Context: an optimization exercise on an open-source flow, tuned for small area, a short achievable clock period and few clock cycles per item. The choices shown serve that exercise and are no tape-out recipe.
Function was not checked in any run shown here: the RTL went through the layout flow alone.

## flow/design.v (module list and top-level ports; edited modules follow where they fit)
// module csaFA: 10 lines
// module csaHA: 9 lines
// module peTop: 817 lines
module peTop (
	input wire clk,
	input wire rstN,
	input wire cmdValid,
	input wire [2:0] cmdOp,
	input wire [16-1:0] cmdData,
	output logic cmdReady,
	output logic outValid,
	output logic [16-1:0] outData,
	input wire outReady
);
  // ...
==> flow/flow/run.sh <==
#!/bin/bash
set -euo pipefail
MARGIN=$(cat flow/margin.txt)
bash standard.sh synth > synth.log 2>&1
bash standard.sh SETUP_SLACK_MARGIN="$MARGIN" finish > layout.log 2>&1
==> flow/flow/margin.txt <==
6.0
==> flow/standard.sh <==
#!/bin/bash
# synth_recipe.tcl (not shown) runs the flow's synth.tcl, then flattens the netlist and writes it again
# the make line also repeats each setting of config.mk as NAME=value (left out here)
make -C /OpenROAD-flow-scripts/flow DESIGN_CONFIG=/design/flow/config.mk WORK_HOME=/design/flow/orfs CLKGATE_MAP_FILE= SYNTH_SCRIPT=/design/flow/synth_recipe.tcl "${@:-finish}"
==> flow/config.mk <==
export PLATFORM = sky130hd
export DESIGN_NAME = peTop
export DESIGN_NICKNAME = peTop
export VERILOG_FILES = /design/flow/design.v
export SDC_FILE = /design/flow/constraint.sdc
export NUM_CORES = 4
export LEC_CHECK = 0
export CAP_MARGIN = 20
export CORE_MARGIN = 2
export CORE_UTILIZATION = 40
export CTS_CLUSTER_DIAMETER = 80
export CTS_CLUSTER_SIZE = 25
export SLEW_MARGIN = 20
export SYNTH_HIERARCHICAL = 1
==> flow/constraint.sdc <==
create_clock -name core_clock -period 9.0 [get_ports {clk}]
set_input_delay 1.8000 -clock core_clock [delete_from_list [all_inputs] [get_ports {clk}]]
set_output_delay 1.8000 -clock core_clock [all_outputs]
set_load 0.01 [all_outputs]
==> flow_summary.ini, run 1 <==
[run_status]
outcome = timing/DRC/antenna clean

[yosys]
synthCells = 2460
ys_ff_latch = 693
synth-edff-count = 450
yosys.area.top_type_share = 0.397
synthXorXnorAreaFrac = 0.0628
ys_types = 91

[critical_path]
critPathArrivalTime_ps = 1240
worst_setup_path_start_kind = register
path_buf_inv = 1
endpoint_kind = output port
r2r_end = accC[27]$_DFF_P_
reg2reg_depth = 13
path_class = reg -> out

[route]
wl_met3_mm = 3.89
vias = 20100
first_pass_iters = 6

[die]
placementRows = 106
core_sq_um = 84000

[timing]
setup_ws_ps = 5960
slew_headroom = 0.266
fin_hold_ws_ps = 362
finalCritPeriodShare = 0.337

[cells_and_area]
final_cells = 3658
dominant_cells = sequential cells
multi_input_area_sq_um = 14900
final_area_sq_um = 38000
diodes = 0
largest_register_ffs = 256
top_register = wmem
fin_util = 0.452

[clock_tree]
post-cts-setup-buffers = 32

[grt]
grt_use_met2 = 0.311
==> inputs of run 2 (changes only) <==
--- a/flow/design.v
+++ b/flow/design.v
@@ -61,18 +61,17 @@
 	logic [7:0] bNeg2;
 	logic [7:0] bOne2;
 	logic [7:0] bTwo2;
 	logic act3;
 	logic clr3;
 	logic [31:0] row0;
 	logic [31:0] row1;
 	logic [31:0] row2;
-	logic [31:0] accS;
-	logic [31:0] accC;
+	logic [31:0] acc;
 	logic accZ;
 	logic outVal;
 	logic outValidQ;
 	assign outValid = outValidQ;
 	logic [15:0] outQ;
 	assign outData = outQ;
 	logic busy;
 	logic [3:0] cnt;
@@ -539,20 +538,19 @@
 	csaFA u_m_fa62 (.a(m_pp7_11), .b(m_fa42_c), .ci(m_ha13_s), .s(m_fa62_s), .co(m_fa62_c));
 	wire m_fa63_s, m_fa63_c;
 	csaFA u_m_fa63 (.a(~m_pp5_16), .b(m_pp6_14), .ci(m_pp7_12), .s(m_fa63_s), .co(m_fa63_c));
 	wire m_ha16_s, m_ha16_c;
 	csaHA u_m_ha16 (.a(m_pp6_15), .b(m_pp7_13), .s(m_ha16_s), .co(m_ha16_c));
 	assign prodRow0 = {1'b1, ~m_pp7_16, m_pp7_15, ~m_pp6_16, 1'b1, m_ha13_c, 1'b1, m_fa42_s, m_fc5_s, m_fa40_s, m_fc4_s, m_fa37_s, m_fc3_s, m_fa34_s, m_fa32_s, m_fa30_s, m_fa28_s, m_fa26_s, m_fa24_s, m_fa22_s, m_fa20_s, m_fa18_s, m_ha12_s, m_ha11_s, m_ha10_s, m_ha9_s, m_pp2_1, m_pp2_0, m_pp0_3, m_pp0_2, m_pp0_1, m_pp0_0};
 	assign prodRow1 = {1'b0, 1'b0, 1'b1, m_pp7_14, m_fa63_c, m_fa62_c, m_fa61_c, m_fa60_c, m_fa59_c, m_fa58_c, m_fa57_c, m_fa56_c, m_fa55_c, m_fa54_c, m_fa53_c, m_fa52_c, m_fa51_c, m_fa50_c, m_fa49_c, m_fa48_c, m_fa47_c, m_fa46_c, m_fa45_c, m_fa44_c, m_fa43_c, m_ha15_c, m_ha14_c, bNeg2[2], m_pp1_1, m_pp1_0, 1'b0, bNeg2[0]};
 	assign prodRow2 = {1'b0, 1'b0, 1'b0, m_ha16_c, m_ha16_s, m_fa63_s, m_fa62_s, m_fa61_s, m_fa60_s, m_fa59_s, m_fa58_s, m_fa57_s, m_fa56_s, m_fa55_s, m_fa54_s, m_fa53_s, m_fa52_s, m_fa51_s, m_fa50_s, m_fa49_s, m_fa48_s, m_fa47_s, m_fa46_s, m_fa45_s, m_fa44_s, m_fa43_s, m_ha15_s, m_ha14_s, 1'b0, bNeg2[1], 1'b0, 1'b0};
-	wire [31:0] accSNext;
-	wire [31:0] accCNext;
-	wire [31:0] accSIn = (capNow || accZ) ? 32'd0 : accS;
-	wire [31:0] accCIn = (capNow || accZ) ? 32'd0 : accC;
+	wire [31:0] accIn = (capNow || accZ) ? 32'd0 : acc;
+	wire [31:0] accT0;
+	wire [31:0] accT1;
 	wire m_ha17_s, m_ha17_c;
 	csaHA u_m_ha17 (.a(row0[2]), .b(row1[2]), .s(m_ha17_s), .co(m_ha17_c));
 	wire m_ha18_s, m_ha18_c;
 	csaHA u_m_ha18 (.a(row0[3]), .b(row1[3]), .s(m_ha18_s), .co(m_ha18_c));
 	wire m_fa64_s, m_fa64_c;
 	csaFA u_m_fa64 (.a(row0[4]), .b(row1[4]), .ci(row2[4]), .s(m_fa64_s), .co(m_fa64_c));
 	wire m_fa65_s, m_fa65_c;
 	csaFA u_m_fa65 (.a(row0[5]), .b(row1[5]), .ci(row2[5]), .s(m_fa65_s), .co(m_fa65_c));
@@ -590,159 +588,93 @@
 	csaFA u_m_fa81 (.a(row0[21]), .b(row1[21]), .ci(row2[21]), .s(m_fa81_s), .co(m_fa81_c));
 	wire m_fa82_s, m_fa82_c;
 	csaFA u_m_fa82 (.a(row0[22]), .b(row1[22]), .ci(row2[22]), .s(m_fa82_s), .co(m_fa82_c));
 	wire m_fa83_s, m_fa83_c;
 	csaFA u_m_fa83 (.a(row0[23]), .b(row1[23]), .ci(row2[23]), .s(m_fa83_s), .co(m_fa83_c));
 	wire m_fa84_s, m_fa84_c;
 	csaFA u_m_fa84 (.a(row0[24]), .b(row1[24]), .ci(row2[24]), .s(m_fa84_s), .co(m_fa84_c));
 	wire m_fa85_s, m_fa85_c;
-	csaFA u_m_fa85 (.a(row1[25]), .b(row2[25]), .ci(accSIn[25]), .s(m_fa85_s), .co(m_fa85_c));
+	csaFA u_m_fa85 (.a(row1[25]), .b(row2[25]), .ci(accIn[25]), .s(m_fa85_s), .co(m_fa85_c));
 	wire m_fa86_s, m_fa86_c;
 	csaFA u_m_fa86 (.a(row0[26]), .b(row1[26]), .ci(row2[26]), .s(m_fa86_s), .co(m_fa86_c));
 	wire m_fa87_s, m_fa87_c;
-	csaFA u_m_fa87 (.a(row1[27]), .b(row2[27]), .ci(accSIn[27]), .s(m_fa87_s), .co(m_fa87_c));
+	csaFA u_m_fa87 (.a(row1[27]), .b(row2[27]), .ci(accIn[27]), .s(m_fa87_s), .co(m_fa87_c));
 	wire m_fa88_s, m_fa88_c;
 	csaFA u_m_fa88 (.a(row0[28]), .b(row1[28]), .ci(row2[28]), .s(m_fa88_s), .co(m_fa88_c));
 	wire m_ha19_s, m_ha19_c;
-	csaHA u_m_ha19 (.a(row0[29]), .b(accSIn[29]), .s(m_ha19_s), .co(m_ha19_c));
+	csaHA u_m_ha19 (.a(row0[29]), .b(accIn[29]), .s(m_ha19_s), .co(m_ha19_c));
 	wire m_ha20_s, m_ha20_c;
 	csaHA u_m_ha20 (.a(row0[0]), .b(row1[0]), .s(m_ha20_s), .co(m_ha20_c));
 	wire m_ha21_s, m_ha21_c;
-	csaHA u_m_ha21 (.a(row0[1]), .b(accSIn[1]), .s(m_ha21_s), .co(m_ha21_c));
+	csaHA u_m_ha21 (.a(row0[1]), .b(accIn[1]), .s(m_ha21_s), .co(m_ha21_c));
 	wire m_fa89_s, m_fa89_c;
-	csaFA u_m_fa89 (.a(row2[2]), .b(accSIn[2]), .ci(accCIn[2]), .s(m_fa89_s), .co(m_fa89_c));
+	csaFA u_m_fa89 (.a(row2[2]), .b(accIn[2]), .ci(m_ha17_s), .s(m_fa89_s), .co(m_fa89_c));
 	wire m_fa90_s, m_fa90_c;
-	csaFA u_m_fa90 (.a(accSIn[3]), .b(accCIn[3]), .ci(m_ha17_c), .s(m_fa90_s), .co(m_fa90_c));
+	csaFA u_m_fa90 (.a(accIn[3]), .b(m_ha17_c), .ci(m_ha18_s), .s(m_fa90_s), .co(m_fa90_c));
 	wire m_fa91_s, m_fa91_c;
-	csaFA u_m_fa91 (.a(accSIn[4]), .b(accCIn[4]), .ci(m_ha18_c), .s(m_fa91_s), .co(m_fa91_c));
+	csaFA u_m_fa91 (.a(accIn[4]), .b(m_ha18_c), .ci(m_fa64_s), .s(m_fa91_s), .co(m_fa91_c));
 	wire m_fa92_s, m_fa92_c;
-	csaFA u_m_fa92 (.a(accSIn[5]), .b(accCIn[5]), .ci(m_fa64_c), .s(m_fa92_s), .co(m_fa92_c));
+	csaFA u_m_fa92 (.a(accIn[5]), .b(m_fa64_c), .ci(m_fa65_s), .s(m_fa92_s), .co(m_fa92_c));
 	wire m_fa93_s, m_fa93_c;
-	csaFA u_m_fa93 (.a(accSIn[6]), .b(accCIn[6]), .ci(m_fa65_c), .s(m_fa93_s), .co(m_fa93_c));
+	csaFA u_m_fa93 (.a(accIn[6]), .b(m_fa65_c), .ci(m_fa66_s), .s(m_fa93_s), .co(m_fa93_c));
 	wire m_fa94_s, m_fa94_c;
-	csaFA u_m_fa94 (.a(accSIn[7]), .b(accCIn[7]), .ci(m_fa66_c), .s(m_fa94_s), .co(m_fa94_c));
+	csaFA u_m_fa94 (.a(accIn[7]), .b(m_fa66_c), .ci(m_fa67_s), .s(m_fa94_s), .co(m_fa94_c));
 	wire m_fa95_s, m_fa95_c;
-	csaFA u_m_fa95 (.a(accSIn[8]), .b(accCIn[8]), .ci(m_fa67_c), .s(m_fa95_s), .co(m_fa95_c));
+	csaFA u_m_fa95 (.a(accIn[8]), .b(m_fa67_c), .ci(m_fa68_s), .s(m_fa95_s), .co(m_fa95_c));
 	wire m_fa96_s, m_fa96_c;
-	csaFA u_m_fa96 (.a(accSIn[9]), .b(accCIn[9]), .ci(m_fa68_c), .s(m_fa96_s), .co(m_fa96_c));
+	csaFA u_m_fa96 (.a(accIn[9]), .b(m_fa68_c), .ci(m_fa69_s), .s(m_fa96_s), .co(m_fa96_c));
 	wire m_fa97_s, m_fa97_c;
-	csaFA u_m_fa97 (.a(accSIn[10]), .b(accCIn[10]), .ci(m_fa69_c), .s(m_fa97_s), .co(m_fa97_c));
+	csaFA u_m_fa97 (.a(accIn[10]), .b(m_fa69_c), .ci(m_fa70_s), .s(m_fa97_s), .co(m_fa97_c));
 	wire m_fa98_s, m_fa98_c;
-	csaFA u_m_fa98 (.a(accSIn[11]), .b(accCIn[11]), .ci(m_fa70_c), .s(m_fa98_s), .co(m_fa98_c));
+	csaFA u_m_fa98 (.a(accIn[11]), .b(m_fa70_c), .ci(m_fa71_s), .s(m_fa98_s), .co(m_fa98_c));
 	wire m_fa99_s, m_fa99_c;
-	csaFA u_m_fa99 (.a(accSIn[12]), .b(accCIn[12]), .ci(m_fa71_c), .s(m_fa99_s), .co(m_fa99_c));
+	csaFA u_m_fa99 (.a(accIn[12]), .b(m_fa71_c), .ci(m_fa72_s), .s(m_fa99_s), .co(m_fa99_c));
 	wire m_fa100_s, m_fa100_c;
-	csaFA u_m_fa100 (.a(accSIn[13]), .b(accCIn[13]), .ci(m_fa72_c), .s(m_fa100_s), .co(m_fa100_c));
+	csaFA u_m_fa100 (.a(accIn[13]), .b(m_fa72_c), .ci(m_fa73_s), .s(m_fa100_s), .co(m_fa100_c));
 	wire m_fa101_s, m_fa101_c;
-	csaFA u_m_fa101 (.a(accSIn[14]), .b(accCIn[14]), .ci(m_fa73_c), .s(m_fa101_s), .co(m_fa101_c));
+	csaFA u_m_fa101 (.a(accIn[14]), .b(m_fa73_c), .ci(m_fa74_s), .s(m_fa101_s), .co(m_fa101_c));
 	wire m_fa102_s, m_fa102_c;
-	csaFA u_m_fa102 (.a(accSIn[15]), .b(accCIn[15]), .ci(m_fa74_c), .s(m_fa102_s), .co(m_fa102_c));
+	csaFA u_m_fa102 (.a(accIn[15]), .b(m_fa74_c), .ci(m_fa75_s), .s(m_fa102_s), .co(m_fa102_c));
 	wire m_fa103_s, m_fa103_c;
-	csaFA u_m_fa103 (.a(accSIn[16]), .b(accCIn[16]), .ci(m_fa75_c), .s(m_fa103_s), .co(m_fa103_c));
+	csaFA u_m_fa103 (.a(accIn[16]), .b(m_fa75_c), .ci(m_fa76_s), .s(m_fa103_s), .co(m_fa103_c));
 	wire m_fa104_s, m_fa104_c;
-	csaFA u_m_fa104 (.a(accSIn[17]), .b(accCIn[17]), .ci(m_fa76_c), .s(m_fa104_s), .co(m_fa104_c));
+	csaFA u_m_fa104 (.a(accIn[17]), .b(m_fa76_c), .ci(m_fa77_s), .s(m_fa104_s), .co(m_fa104_c));
 	wire m_fa105_s, m_fa105_c;
-	csaFA u_m_fa105 (.a(accSIn[18]), .b(accCIn[18]), .ci(m_fa77_c), .s(m_fa105_s), .co(m_fa105_c));
+	csaFA u_m_fa105 (.a(accIn[18]), .b(m_fa77_c), .ci(m_fa78_s), .s(m_fa105_s), .co(m_fa105_c));
 	wire m_fa106_s, m_fa106_c;
-	csaFA u_m_fa106 (.a(accSIn[19]), .b(accCIn[19]), .ci(m_fa78_c), .s(m_fa106_s), .co(m_fa106_c));
+	csaFA u_m_fa106 (.a(accIn[19]), .b(m_fa78_c), .ci(m_fa79_s), .s(m_fa106_s), .co(m_fa106_c));
 	wire m_fa107_s, m_fa107_c;
-	csaFA u_m_fa107 (.a(accSIn[20]), .b(accCIn[20]), .ci(m_fa79_c), .s(m_fa107_s), .co(m_fa107_c));
+	csaFA u_m_fa107 (.a(accIn[20]), .b(m_fa79_c), .ci(m_fa80_s), .s(m_fa107_s), .co(m_fa107_c));
 	wire m_fa108_s, m_fa108_c;
-	csaFA u_m_fa108 (.a(accSIn[21]), .b(accCIn[21]), .ci(m_fa80_c), .s(m_fa108_s), .co(m_fa108_c));
+	csaFA u_m_fa108 (.a(accIn[21]), .b(m_fa80_c), .ci(m_fa81_s), .s(m_fa108_s), .co(m_fa108_c));
 	wire m_fa109_s, m_fa109_c;
-	csaFA u_m_fa109 (.a(accSIn[22]), .b(accCIn[22]), .ci(m_fa81_c), .s(m_fa109_s), .co(m_fa109_c));
+	csaFA u_m_fa109 (.a(accIn[22]), .b(m_fa81_c), .ci(m_fa82_s), .s(m_fa109_s), .co(m_fa109_c));
 	wire m_fa110_s, m_fa110_c;
-	csaFA u_m_fa110 (.a(accSIn[23]), .b(accCIn[23]), .ci(m_fa82_c), .s(m_fa110_s), .co(m_fa110_c));
+	csaFA u_m_fa110 (.a(accIn[23]), .b(m_fa82_c), .ci(m_fa83_s), .s(m_fa110_s), .co(m_fa110_c));
 	wire m_fa111_s, m_fa111_c;
-	csaFA u_m_fa111 (.a(accSIn[24]), .b(accCIn[24]), .ci(m_fa83_c), .s(m_fa111_s), .co(m_fa111_c));
+	csaFA u_m_fa111 (.a(accIn[24]), .b(m_fa83_c), .ci(m_fa84_s), .s(m_fa111_s), .co(m_fa111_c));
+	wire m_fc6_s = ~(m_fa84_c ^ m_fa85_s);
+	wire m_fc6_c = m_fa84_c | m_fa85_s;
 	wire m_fa112_s, m_fa112_c;
-	csaFA u_m_fa112 (.a(accCIn[25]), .b(m_fa84_c), .ci(m_fa85_s), .s(m_fa112_s), .co(m_fa112_c));
+	csaFA u_m_fa112 (.a(accIn[26]), .b(m_fa85_c), .ci(m_fa86_s), .s(m_fa112_s), .co(m_fa112_c));
+	wire m_fc7_s = ~(m_fa86_c ^ m_fa87_s);
+	wire m_fc7_c = m_fa86_c | m_fa87_s;
 	wire m_fa113_s, m_fa113_c;
-	csaFA u_m_fa113 (.a(accSIn[26]), .b(accCIn[26]), .ci(m_fa85_c), .s(m_fa113_s), .co(m_fa113_c));
+	csaFA u_m_fa113 (.a(accIn[28]), .b(m_fa87_c), .ci(m_fa88_s), .s(m_fa113_s), .co(m_fa113_c));
+	wire m_fc8_s = ~(m_fa88_c ^ m_ha19_s);
+	wire m_fc8_c = m_fa88_c | m_ha19_s;
 	wire m_fa114_s, m_fa114_c;
-	csaFA u_m_fa114 (.a(accCIn[27]), .b(m_fa86_c), .ci(m_fa87_s), .s(m_fa114_s), .co(m_fa114_c));
-	wire m_fa115_s, m_fa115_c;
-	csaFA u_m_fa115 (.a(accSIn[28]), .b(accCIn[28]), .ci(m_fa87_c), .s(m_fa115_s), .co(m_fa115_c));
-	wire m_fa116_s, m_fa116_c;
-	csaFA u_m_fa116 (.a(accCIn[29]), .b(m_fa88_c), .ci(m_ha19_s), .s(m_fa116_s), .co(m_fa116_c));
-	wire m_fa117_s, m_fa117_c;
-	csaFA u_m_fa117 (.a(row0[30]), .b(accSIn[30]), .ci(accCIn[30]), .s(m_fa117_s), .co(m_fa117_c));
-	wire m_ha22_s, m_ha22_c;
-	csaHA u_m_ha22 (.a(accSIn[31]), .b(accCIn[31]), .s(m_ha22_s), .co(m_ha22_c));
-	wire m_ha23_s, m_ha23_c;
-	csaHA u_m_ha23 (.a(accSIn[0]), .b(accCIn[0]), .s(m_ha23_s), .co(m_ha23_c));
-	wire m_fa118_s, m_fa118_c;
-	csaFA u_m_fa118 (.a(accCIn[1]), .b(m_ha20_c), .ci(m_ha21_s), .s(m_fa118_s), .co(m_fa118_c));
-	wire m_fa119_s, m_fa119_c;
-	csaFA u_m_fa119 (.a(m_ha17_s), .b(m_ha21_c), .ci(m_fa89_s), .s(m_fa119_s), .co(m_fa119_c));
-	wire m_fa120_s, m_fa120_c;
-	csaFA u_m_fa120 (.a(m_ha18_s), .b(m_fa89_c), .ci(m_fa90_s), .s(m_fa120_s), .co(m_fa120_c));
-	wire m_fa121_s, m_fa121_c;
-	csaFA u_m_fa121 (.a(m_fa64_s), .b(m_fa90_c), .ci(m_fa91_s), .s(m_fa121_s), .co(m_fa121_c));
-	wire m_fa122_s, m_fa122_c;
-	csaFA u_m_fa122 (.a(m_fa65_s), .b(m_fa91_c), .ci(m_fa92_s), .s(m_fa122_s), .co(m_fa122_c));
-	wire m_fa123_s, m_fa123_c;
-	csaFA u_m_fa123 (.a(m_fa66_s), .b(m_fa92_c), .ci(m_fa93_s), .s(m_fa123_s), .co(m_fa123_c));
-	wire m_fa124_s, m_fa124_c;
-	csaFA u_m_fa124 (.a(m_fa67_s), .b(m_fa93_c), .ci(m_fa94_s), .s(m_fa124_s), .co(m_fa124_c));
-	wire m_fa125_s, m_fa125_c;
-	csaFA u_m_fa125 (.a(m_fa68_s), .b(m_fa94_c), .ci(m_fa95_s), .s(m_fa125_s), .co(m_fa125_c));
-	wire m_fa126_s, m_fa126_c;
-	csaFA u_m_fa126 (.a(m_fa69_s), .b(m_fa95_c), .ci(m_fa96_s), .s(m_fa126_s), .co(m_fa126_c));
-	wire m_fa127_s, m_fa127_c;
-	csaFA u_m_fa127 (.a(m_fa70_s), .b(m_fa96_c), .ci(m_fa97_s), .s(m_fa127_s), .co(m_fa127_c));
-	wire m_fa128_s, m_fa128_c;
-	csaFA u_m_fa128 (.a(m_fa71_s), .b(m_fa97_c), .ci(m_fa98_s), .s(m_fa128_s), .co(m_fa128_c));
-	wire m_fa129_s, m_fa129_c;
-	csaFA u_m_fa129 (.a(m_fa72_s), .b(m_fa98_c), .ci(m_fa99_s), .s(m_fa129_s), .co(m_fa129_c));
-	wire m_fa130_s, m_fa130_c;
-	csaFA u_m_fa130 (.a(m_fa73_s), .b(m_fa99_c), .ci(m_fa100_s), .s(m_fa130_s), .co(m_fa130_c));
-	wire m_fa131_s, m_fa131_c;
-	csaFA u_m_fa131 (.a(m_fa74_s), .b(m_fa100_c), .ci(m_fa101_s), .s(m_fa131_s), .co(m_fa131_c));
-	wire m_fa132_s, m_fa132_c;
-	csaFA u_m_fa132 (.a(m_fa75_s), .b(m_fa101_c), .ci(m_fa102_s), .s(m_fa132_s), .co(m_fa132_c));
-	wire m_fa133_s, m_fa133_c;
-	csaFA u_m_fa133 (.a(m_fa76_s), .b(m_fa102_c), .ci(m_fa103_s), .s(m_fa133_s), .co(m_fa133_c));
-	wire m_fa134_s, m_fa134_c;
-	csaFA u_m_fa134 (.a(m_fa77_s), .b(m_fa103_c), .ci(m_fa104_s), .s(m_fa134_s), .co(m_fa134_c));
-	wire m_fa135_s, m_fa135_c;
-	csaFA u_m_fa135 (.a(m_fa78_s), .b(m_fa104_c), .ci(m_fa105_s), .s(m_fa135_s), .co(m_fa135_c));
-	wire m_fa136_s, m_fa136_c;
-	csaFA u_m_fa136 (.a(m_fa79_s), .b(m_fa105_c), .ci(m_fa106_s), .s(m_fa136_s), .co(m_fa136_c));
-	wire m_fa137_s, m_fa137_c;
-	csaFA u_m_fa137 (.a(m_fa80_s), .b(m_fa106_c), .ci(m_fa107_s), .s(m_fa137_s), .co(m_fa137_c));
-	wire m_fa138_s, m_fa138_c;
-	csaFA u_m_fa138 (.a(m_fa81_s), .b(m_fa107_c), .ci(m_fa108_s), .s(m_fa138_s), .co(m_fa138_c));
-	wire m_fa139_s, m_fa139_c;
-	csaFA u_m_fa139 (.a(m_fa82_s), .b(m_fa108_c), .ci(m_fa109_s), .s(m_fa139_s), .co(m_fa139_c));
-	wire m_fa140_s, m_fa140_c;
-	csaFA u_m_fa140 (.a(m_fa83_s), .b(m_fa109_c), .ci(m_fa110_s), .s(m_fa140_s), .co(m_fa140_c));
-	wire m_fa141_s, m_fa141_c;
-	csaFA u_m_fa141 (.a(m_fa84_s), .b(m_fa110_c), .ci(m_fa111_s), .s(m_fa141_s), .co(m_fa141_c));
-	wire m_fc6_s = ~(m_fa111_c ^ m_fa112_s);
-	wire m_fc6_c = m_fa111_c | m_fa112_s;
-	wire m_fa142_s, m_fa142_c;
-	csaFA u_m_fa142 (.a(m_fa86_s), .b(m_fa112_c), .ci(m_fa113_s), .s(m_fa142_s), .co(m_fa142_c));
-	wire m_fc7_s = ~(m_fa113_c ^ m_fa114_s);
-	wire m_fc7_c = m_fa113_c | m_fa114_s;
-	wire m_fa143_s, m_fa143_c;
-	csaFA u_m_fa143 (.a(m_fa88_s), .b(m_fa114_c), .ci(m_fa115_s), .s(m_fa143_s), .co(m_fa143_c));
-	wire m_fc8_s = ~(m_fa115_c ^ m_fa116_s);
-	wire m_fc8_c = m_fa115_c | m_fa116_s;
-	wire m_fa144_s, m_fa144_c;
-	csaFA u_m_fa144 (.a(m_ha19_c), .b(m_fa116_c), .ci(m_fa117_s), .s(m_fa144_s), .co(m_fa144_c));
-	wire m_fc9_s = ~(m_fa117_c ^ m_ha22_s);
-	wire m_fc9_c = m_fa117_c | m_ha22_s;
-	assign accSNext = {m_fa144_c, m_fc8_c, m_fa143_c, m_fc7_c, m_fa142_c, m_fc6_c, m_fa141_c, m_fa140_c, m_fa139_c, m_fa138_c, m_fa137_c, m_fa136_c, m_fa135_c, m_fa134_c, m_fa133_c, m_fa132_c, m_fa131_c, m_fa130_c, m_fa129_c, m_fa128_c, m_fa127_c, m_fa126_c, m_fa125_c, m_fa124_c, m_fa123_c, m_fa122_c, m_fa121_c, m_fa120_c, m_fa119_c, m_fa118_c, m_ha23_c, m_ha20_s};
-	assign accCNext = {m_fc9_s, m_fa144_s, m_fc8_s, m_fa143_s, m_fc7_s, m_fa142_s, m_fc6_s, m_fa141_s, m_fa140_s, m_fa139_s, m_fa138_s, m_fa137_s, m_fa136_s, m_fa135_s, m_fa134_s, m_fa133_s, m_fa132_s, m_fa131_s, m_fa130_s, m_fa129_s, m_fa128_s, m_fa127_s, m_fa126_s, m_fa125_s, m_fa124_s, m_fa123_s, m_fa122_s, m_fa121_s, m_fa120_s, m_fa119_s, m_fa118_s, m_ha23_s};
+	csaFA u_m_fa114 (.a(row0[30]), .b(accIn[30]), .ci(m_ha19_c), .s(m_fa114_s), .co(m_fa114_c));
+	wire m_fc9_s = ~accIn[31];
+	assign accT0 = {m_fa114_c, m_fc8_c, m_fa113_c, m_fc7_c, m_fa112_c, m_fc6_c, m_fa111_c, m_fa110_c, m_fa109_c, m_fa108_c, m_fa107_c, m_fa106_c, m_fa105_c, m_fa104_c, m_fa103_c, m_fa102_c, m_fa101_c, m_fa100_c, m_fa99_c, m_fa98_c, m_fa97_c, m_fa96_c, m_fa95_c, m_fa94_c, m_fa93_c, m_fa92_c, m_fa91_c, m_fa90_c, m_fa89_c, m_ha21_c, m_ha20_c, accIn[0]};
+	assign accT1 = {m_fc9_s, m_fa114_s, m_fc8_s, m_fa113_s, m_fc7_s, m_fa112_s, m_fc6_s, m_fa111_s, m_fa110_s, m_fa109_s, m_fa108_s, m_fa107_s, m_fa106_s, m_fa105_s, m_fa104_s, m_fa103_s, m_fa102_s, m_fa101_s, m_fa100_s, m_fa99_s, m_fa98_s, m_fa97_s, m_fa96_s, m_fa95_s, m_fa94_s, m_fa93_s, m_fa92_s, m_fa91_s, m_fa90_s, m_fa89_s, m_ha21_s, m_ha20_s};
 	always_ff @(posedge clk)
 	begin
-		accS <= accSNext;
-		accC <= accCNext;
+		acc <= accT0 + accT1;
 		bNeg2 <= bNeg;
 		bOne2 <= bOne;
 		bTwo2 <= bTwo;
 		row0 <= prodRow0;
 		row1 <= prodRow1;
 		row2 <= prodRow2;
 	end
 	always_ff @(posedge clk or negedge rstN)
@@ -763,17 +695,16 @@
 			clr2 <= isCLR1;
 			act3 <= act2;
 			clr3 <= clr2;
 			a2 <= opA;
 			accZ <= 1'b0;
 			capPend <= capPendN;
 		end
 	end
-	wire [31:0] acc = accS + accC;
 	wire ovf = !((&dvs[15:7]) || !(|dvs[15:7]));
 	wire [15:0] xSat = ovf ? (dvs[15] ? 16'h8000 : 16'h7fff) : {dvs[7:0], rem[15:8]};
 	wire xNeg = xSat[15];
 	wire q7 = xNeg ? (!(&xSat[15:8]) || (xSat[7:0] == 8'd0)) : (|xSat[15:8]);
 	wire [15:0] mag = rem + {15'd0, dNeg};
 	wire [17:0] trial = {1'b0, rem, 1'b0} - {2'b0, dvs};
 	wire qBit = !trial[17];
 	wire [7:0] quoStep = {quo[6:0], qBit};
==> run 2 against run 1 <==
Still clean on timing, DRC and antenna. Largest cell class unchanged. Final area decreased by 2.2%. Global-route usage up 0.23 points. Wire length is 0.73% lower.
==> flow_summary.ini, run 2 <==
[timing]
period_minus_slack_ps = 4150
worst_pin_slew_ps = 1150
fin_tns_setup_ps = 0
slew_violations = 0
fin_skew_ps = 40.5
rsz0062_at_grt = yes
max_freq_mhz = 241
finalHoldViolCount = 0
finalCritPeriodShare = 0.461
setup_viol_count_final = 0
slew_headroom = 0.232

[grt]
antenna_found_initial = 0
grt_pass1_vias = 20700
overflow = 0
grtUsageTotal = 0.190
grt_max_degree = 69
grt_pass1_wl_mm = 125

[critical_path]
endpoint_kind = register
critPathArrivalTime_ps = 4690
critPathSlowestCell = fa_1
required_ps = 9540
reg2reg_depth = 18
max_stage_delay_ps = 480
r2r_end = acc[29]$_DFF_P_
r2r_start = cnt[1]$_DFF_PN0_
path_buf_inv = 3
cp_common_cell = ha_4
cp_cell_sequence = inv_2, ha_4, nor2_2, o41ai_4, a21oi_4, buf_12, buf_16, and2_1, fa_1, ha_4, nor3_1, o21a_1, nor3_4, o2111ai_4, a31oi_4, or4b_1, a31oi_1, xnor2_1
path_class = reg -> reg
path_delay_family = compound AO/OA/AOI/OAI gates
crit_path_start = cnt[1]$_DFF_PN0_
reg2reg_slack_ps = 4850
cp_max_fo = 8
worst_setup_path_start_kind = register

[yosys]
ys_warn_count = 7
syn_nets = 2672
ys_ff_latch = 661
synth_fa_ha_area_frac = 0.109
synth_most_common_cell = edfxtp_1
yosysSeqAreaShare = 0.548
muxShareOfSynthArea = 0.0874
synth.cell_area_sq_um = 32900
yosys-top-cells-area = edfxtp_1, dfxtp_1, mux4_2, fa_1, xnor2_1
ys_top_cells_by_count = edfxtp_1, xnor2_1, dfxtp_1
synth-edff-count = 450
yosys.area.top_type_share = 0.411
synthXorXnorAreaFrac = 0.0632
synth_top_family_by_area = adder cells
syn_avg_cell_area_sq_um = 13.5
ys_types = 89
ys.flop_type = edfxtp_1
synthCells = 2433
ys_async_sr_fraction = 0.0787
synth-compound-area-share = 0.0943
synth_top_cell_by_area = edfxtp_1
yosys.area_share.simple = 0.0700

[cells_and_area]
final_cells = 3566
nets = 2704
layout-drive-gt1-share = 0.194
area_growth_pct = 13.0
layout_common_cells = edfxtp_1, xnor2_1, nand2_1, dfxtp_1, a22oi_1
layout_commonest_cell = edfxtp_1
diodes = 0
top_register = wmem
fin_util = 0.454
largest_register_ffs = 256
top_regs = wmem x256, bmem x128, acc x32

[run]
max-cap-violations = 0

[route]
vias_per_cell = 5.63
wl_per_cell_um = 22.8
drt_iter0_markers = 1963
ant_nets = 0
wl_mm = 81.3
first_pass_iters = 6
vias = 20100
drc = 0

[die]
placementRows = 105
chipWidth_um = 291
die-height_um = 291
start_util = 0.402
pin_count = 41
core_sq_um = 81700
dieArea_sq_um = 84500

[clock_tree]
cts_root_buf = clkbuf_16
clk_pin_slew_ps = 90
clkSinkCount = 661
cts_tree = built
h-tree-depth = 2
clk_path_buf_depth = 3
ctsHoldBuffers = 0
cts_buffers = 39
clk_latency_ps = 620

[run_status]
outcome = timing/DRC/antenna clean

[place]
dp_hpwl_mm = 53.0
numPortBuffers = 40
dpl.cell_count = 3425
gp_congestion = 0.885

[worst_hold_path]
min_path_cells = 0
hold_start = clr2$_DFF_PN0_
holdPathEnd = clr3$_DFF_PN0_
hp-class = reg -> reg
[run 2: cell type report]
cell class                 instances  area (sq um)
tap                             1070          1340
sequential                       661         18000
timing repair inverter             1          7.51
clock buffer                      55          1070
timing repair buffer             142          1190
clock inverter                    17           258
fill                            7193         44600
inverter                          85           327
multi-input combinational       1535         14900
[run 2: metal layers]
metal	share of wire	global-route usage
met1	0.43	0.255
met2	0.49	0.325
met3	0.048	0.0203
met4	0.029	0.0598
met5	0	0
[run 2: through the flow]
| stage | hold slack [ps] | cell area, sq um | worst slack [ps] |
|---|---|---|---|
| global route | 384 | 37100 | 4700 |
| floorplan | 329 | 33100 | 4880 |
| detailed placement | 360 | 34500 | 4490 |
| finish | 381 | 37100 | 4850 |
| global placement | 349 | 34500 | 4510 |
| CTS | 375 | 36600 | 4890 |
[run 2: worst max path at each step]
stage	to	slack (ps)	cells after the start
CTS	acc[29]$_DFF_P_	4890	18
global placement	acc[29]$_DFF_P_	4510	17
detailed placement	acc[29]$_DFF_P_	4490	17
global route	acc[29]$_DFF_P_	4700	17
finish	acc[29]$_DFF_P_	4850	18
floorplan	acc[29]$_DFF_P_	4880	18
[run 2: what timing repair did]
action	CTS	global route
resized for setup	146	78
pin swaps	43	30
setup endpoints to repair	493	62
buffers inserted	43	22
gates cloned	4	0
[run 2: per-module statistics from Yosys (local to each module, per instance)]
module,cells inside,flops+latches,cell area (sq um)
csaFA,1,0,20.0
csaHA,1,0,12.5
peTop,2298,661,30300
[run 2: cells by family after synthesis]
| logic type | count (synthesis) |
|---|---|
| flops | 661 |
| simple gates | 477 |
| compound gates | 459 |
| buf+inv | 238 |
| xor+xnor | 237 |
| fa+ha+maj | 216 |
| mux | 144 |
| other cells | 1 |
==> inputs of run 3 (changes only) <==
==> flow/flow/margin.txt (replaced) <==
6.2
==> run 3 against run 2 <==
Register-to-register slack got worse by 50 ps. Sequential share of layout area decreased by 0.63 points. Flip-flop and latch count unchanged. Maximum frequency decreased by 1.1%. Largest cell class unchanged. Cell count increased by 0.42%. Utilization up 0.67 points.
==> flow_summary.ini, run 3 <==
[run_status]
outcome = timing/DRC/antenna clean

[yosys]
synth_most_common_cell = edfxtp_1
synth.cell_area_sq_um = 32900
syn_nets = 2672
ys_types = 89
ys_warn_count = 7
syn_avg_cell_area_sq_um = 13.5
yosysSeqAreaShare = 0.548
yosys-top-cells-area = edfxtp_1, dfxtp_1, mux4_2, fa_1, xnor2_1
yosys.area.top_type_share = 0.411
ys_async_sr_fraction = 0.0787
synth_top_cell_by_area = edfxtp_1
synth-edff-count = 450
ys_ff_latch = 661
synthCells = 2433
ys.flop_type = edfxtp_1
ys_top_cells_by_count = edfxtp_1, xnor2_1, dfxtp_1

[route]
vias_per_cell = 5.67
wl_per_cell_um = 23.3
drc = 0
first_pass_iters = 5
vias = 20300
ant_nets = 0
wl_mm = 83.5
drt_iter0_markers = 1772

[clock_tree]
clkSinkCount = 661
cts_tree = built
clk_pin_slew_ps = 100
clk_latency_ps = 610
h-tree-depth = 2
clk_path_buf_depth = 3
cts_buffers = 38
cts_root_buf = clkbuf_16

[cells_and_area]
fin_util = 0.461
multi_input_area_sq_um = 15300
area_growth_pct = 14.6
seqCellArea_sq_um = 18100
top_regs = wmem x256, bmem x128, acc x32
diodes = 0
fillers = 7153
layout_common_cells = edfxtp_1, xnor2_1, nand2_1, dfxtp_1, a22oi_1
layout_commonest_cell = edfxtp_1
top_register = wmem
nets = 2720
largest_register_ffs = 256
layout-drive-gt1-share = 0.226

[timing]
finalHoldViolCount = 0
fin_tns_setup_ps = 0
worst_pin_slew_ps = 1080
setup_viol_count_final = 0
slew_headroom = 0.280
setup_ws_ps = 4800
max_freq_mhz = 238
period_minus_slack_ps = 4200
finalCritPeriodShare = 0.466
fin_skew_ps = 64.0
rsz0062_at_grt = yes
slew_violations = 0

[place]
gp_congestion = 0.873
numPortBuffers = 40
dp_slack_ps = 4480
dp_hpwl_mm = 53.1

[worst_hold_path]
hp-class = reg -> reg

[grt]
met1_usage = 0.260
grt_pass1_vias = 20800
grt_use_met2 = 0.335
overflow = 0
grt_max_degree = 53
met3_usage = 0.0206
busiest_layer = met2
grt_pass1_wl_mm = 127
antenna_found_initial = 0
grtUsageTotal = 0.195

[die]
placementRows = 105
start_util = 0.402
core_sq_um = 81700
die-height_um = 291
dieArea_sq_um = 84500
pin_count = 41
chipWidth_um = 291

[run]
max-cap-violations = 0

[critical_path]
endpoint_kind = register
critPathArrivalTime_ps = 4740
worst_setup_path_start_kind = register
required_ps = 9540
cp_max_fo = 8
path_class = reg -> reg
==> run 3: cell types whose count changed in the layout (fill, tap and decap cells not counted), moves of 7 or more <==
cell / before / now
a21oi_1: 64 / 57
a21oi_2: 8 / 17
buf_6: 7 / 24
dfrtp_1: 42 / 32
dfrtp_2: 7 / 16
dfxtp_1: 141 / 131
dfxtp_2: 18 / 28
nor2_1: 109 / 92
nor2_4: 2 / 16
o21ai_0: 85 / 75
==> run 3: what timing repair did <==
item / in CTS / in global routing
hold buffers: 0 / 0
gates resized for setup: 227 / 100
setup buffers: 56 / 39
pin swaps: 65 / 71
cloned: 4 / 0
endpoints found under the setup margin: 513 / 120
==> run 3: metrics by stage <==
stage	instance area, sq um	hold WS, ps	cells
2_1_floorplan	33300	329	2433
3_3_place_gp	34600	341	3412
3_5_place_dp	34600	336	3412
4_1_cts	37000	359	3542
5_1_grt	37700	380	3581
6_report	37700	357	3581
==> run 3: worst max-delay path, cell delays in order (launching register included) <==
cell	delay (ps)
dfrtp_1	420
inv_2	120
ha_4	160
nor2_4	50
o41ai_4	300
a21oi_4	180
buf_12	170
buf_16	140
and2_4	140
fa_1	530
ha_4	230
o21ai_4	200
o21a_1	200
nor3_4	70
o2111ai_4	270
a31oi_4	140
or4b_1	480
a31oi_1	210
xnor2_1	130
==> run 3: logic make-up after synthesis <==
group	Yosys count	synth area share
muxes	144	0.0874
other	1	0.000114
AOI/OAI and AO/OA	459	0.0943
and+or+nand+nor	477	0.0700
xor gates and xnor gates	237	0.0632
adders and majority gates	216	0.109
DFF	661	0.548
buffers and inverters	238	0.0284
==> run 3: Yosys stat by module, one instance, submodules excluded <==
| module | copies in the design | flops+latches |
|---|---|---|
| csaFA | 114 | 0 |
| peTop | 1 | 661 |
| csaHA | 21 | 0 |
==> run 3: per-layer routing <==
metal	vias to the layer above	share of wire
met5	-	0
met4	0	0.026
met3	132	0.047
met2	629	0.50
met1	10500	0.42
li1	9050	-
==> run 3: path summary, 6_finish.rpt <==
check | endpoint | slack [ps] | cells after the start | startpoint
setup reg to reg | acc[29]$_DFF_P_ | 4800 | 18 | cnt[1]$_DFF_PN0_
min in group asynchronous | stall$_DFF_PN0_ | 1290 | 2 | rstN
hold reg to reg | clr3$_DFF_PN0_ | 360 | 0 | clr2$_DFF_PN0_
setup / recovery | acc[29]$_DFF_P_ | 4800 | 18 | cnt[1]$_DFF_PN0_
hold / removal | clr3$_DFF_PN0_ | 360 | 0 | clr2$_DFF_PN0_
max in group asynchronous | wRd[0]$_DFFE_PN0P_ | 7160 | 2 | rstN
==> run 3: cell type report <==
class,instances,share of cell area
repair buffers,159,0.0376
flip-flops and latches,661,0.479
clock buffers,54,0.0274
repair inverters,1,0.000199
clock inverters,16,0.00528
multi-input cells,1535,0.406
inverters,85,0.00884
well taps,1070,0.0355

## afterwards: timing with drivers on the ports
The results above use ideal ports. As a check the final layouts listed here were re-extracted and re-timed, cells and wires unchanged. Step 1, drivers: a clkbuf_16 drives clk and a buf_2 each remaining input, both assumed. Step 2 times the ports against the registers' clock, not the clock port: input delays grow and output delays shrink by t, the midpoint of the rising clock arrivals with the driver on. Three values: no drivers, after step 1, after step 2; two values: the first two.
run	shift t [ns]	slack for setup (ns)	worst setup path at the end
run 1	0.660	5.964 / 5.902 / 5.485	input to register
run 2	0.664	4.848 / 4.848 / 4.848	register to register
run 3	0.651	4.803 / 4.803 / 4.803	register to register
After both steps every run listed still meets setup and hold. For run 1, which loses most, drivers alone change the setup slack by -0.062 ns; drivers and shift together by -0.479 ns.
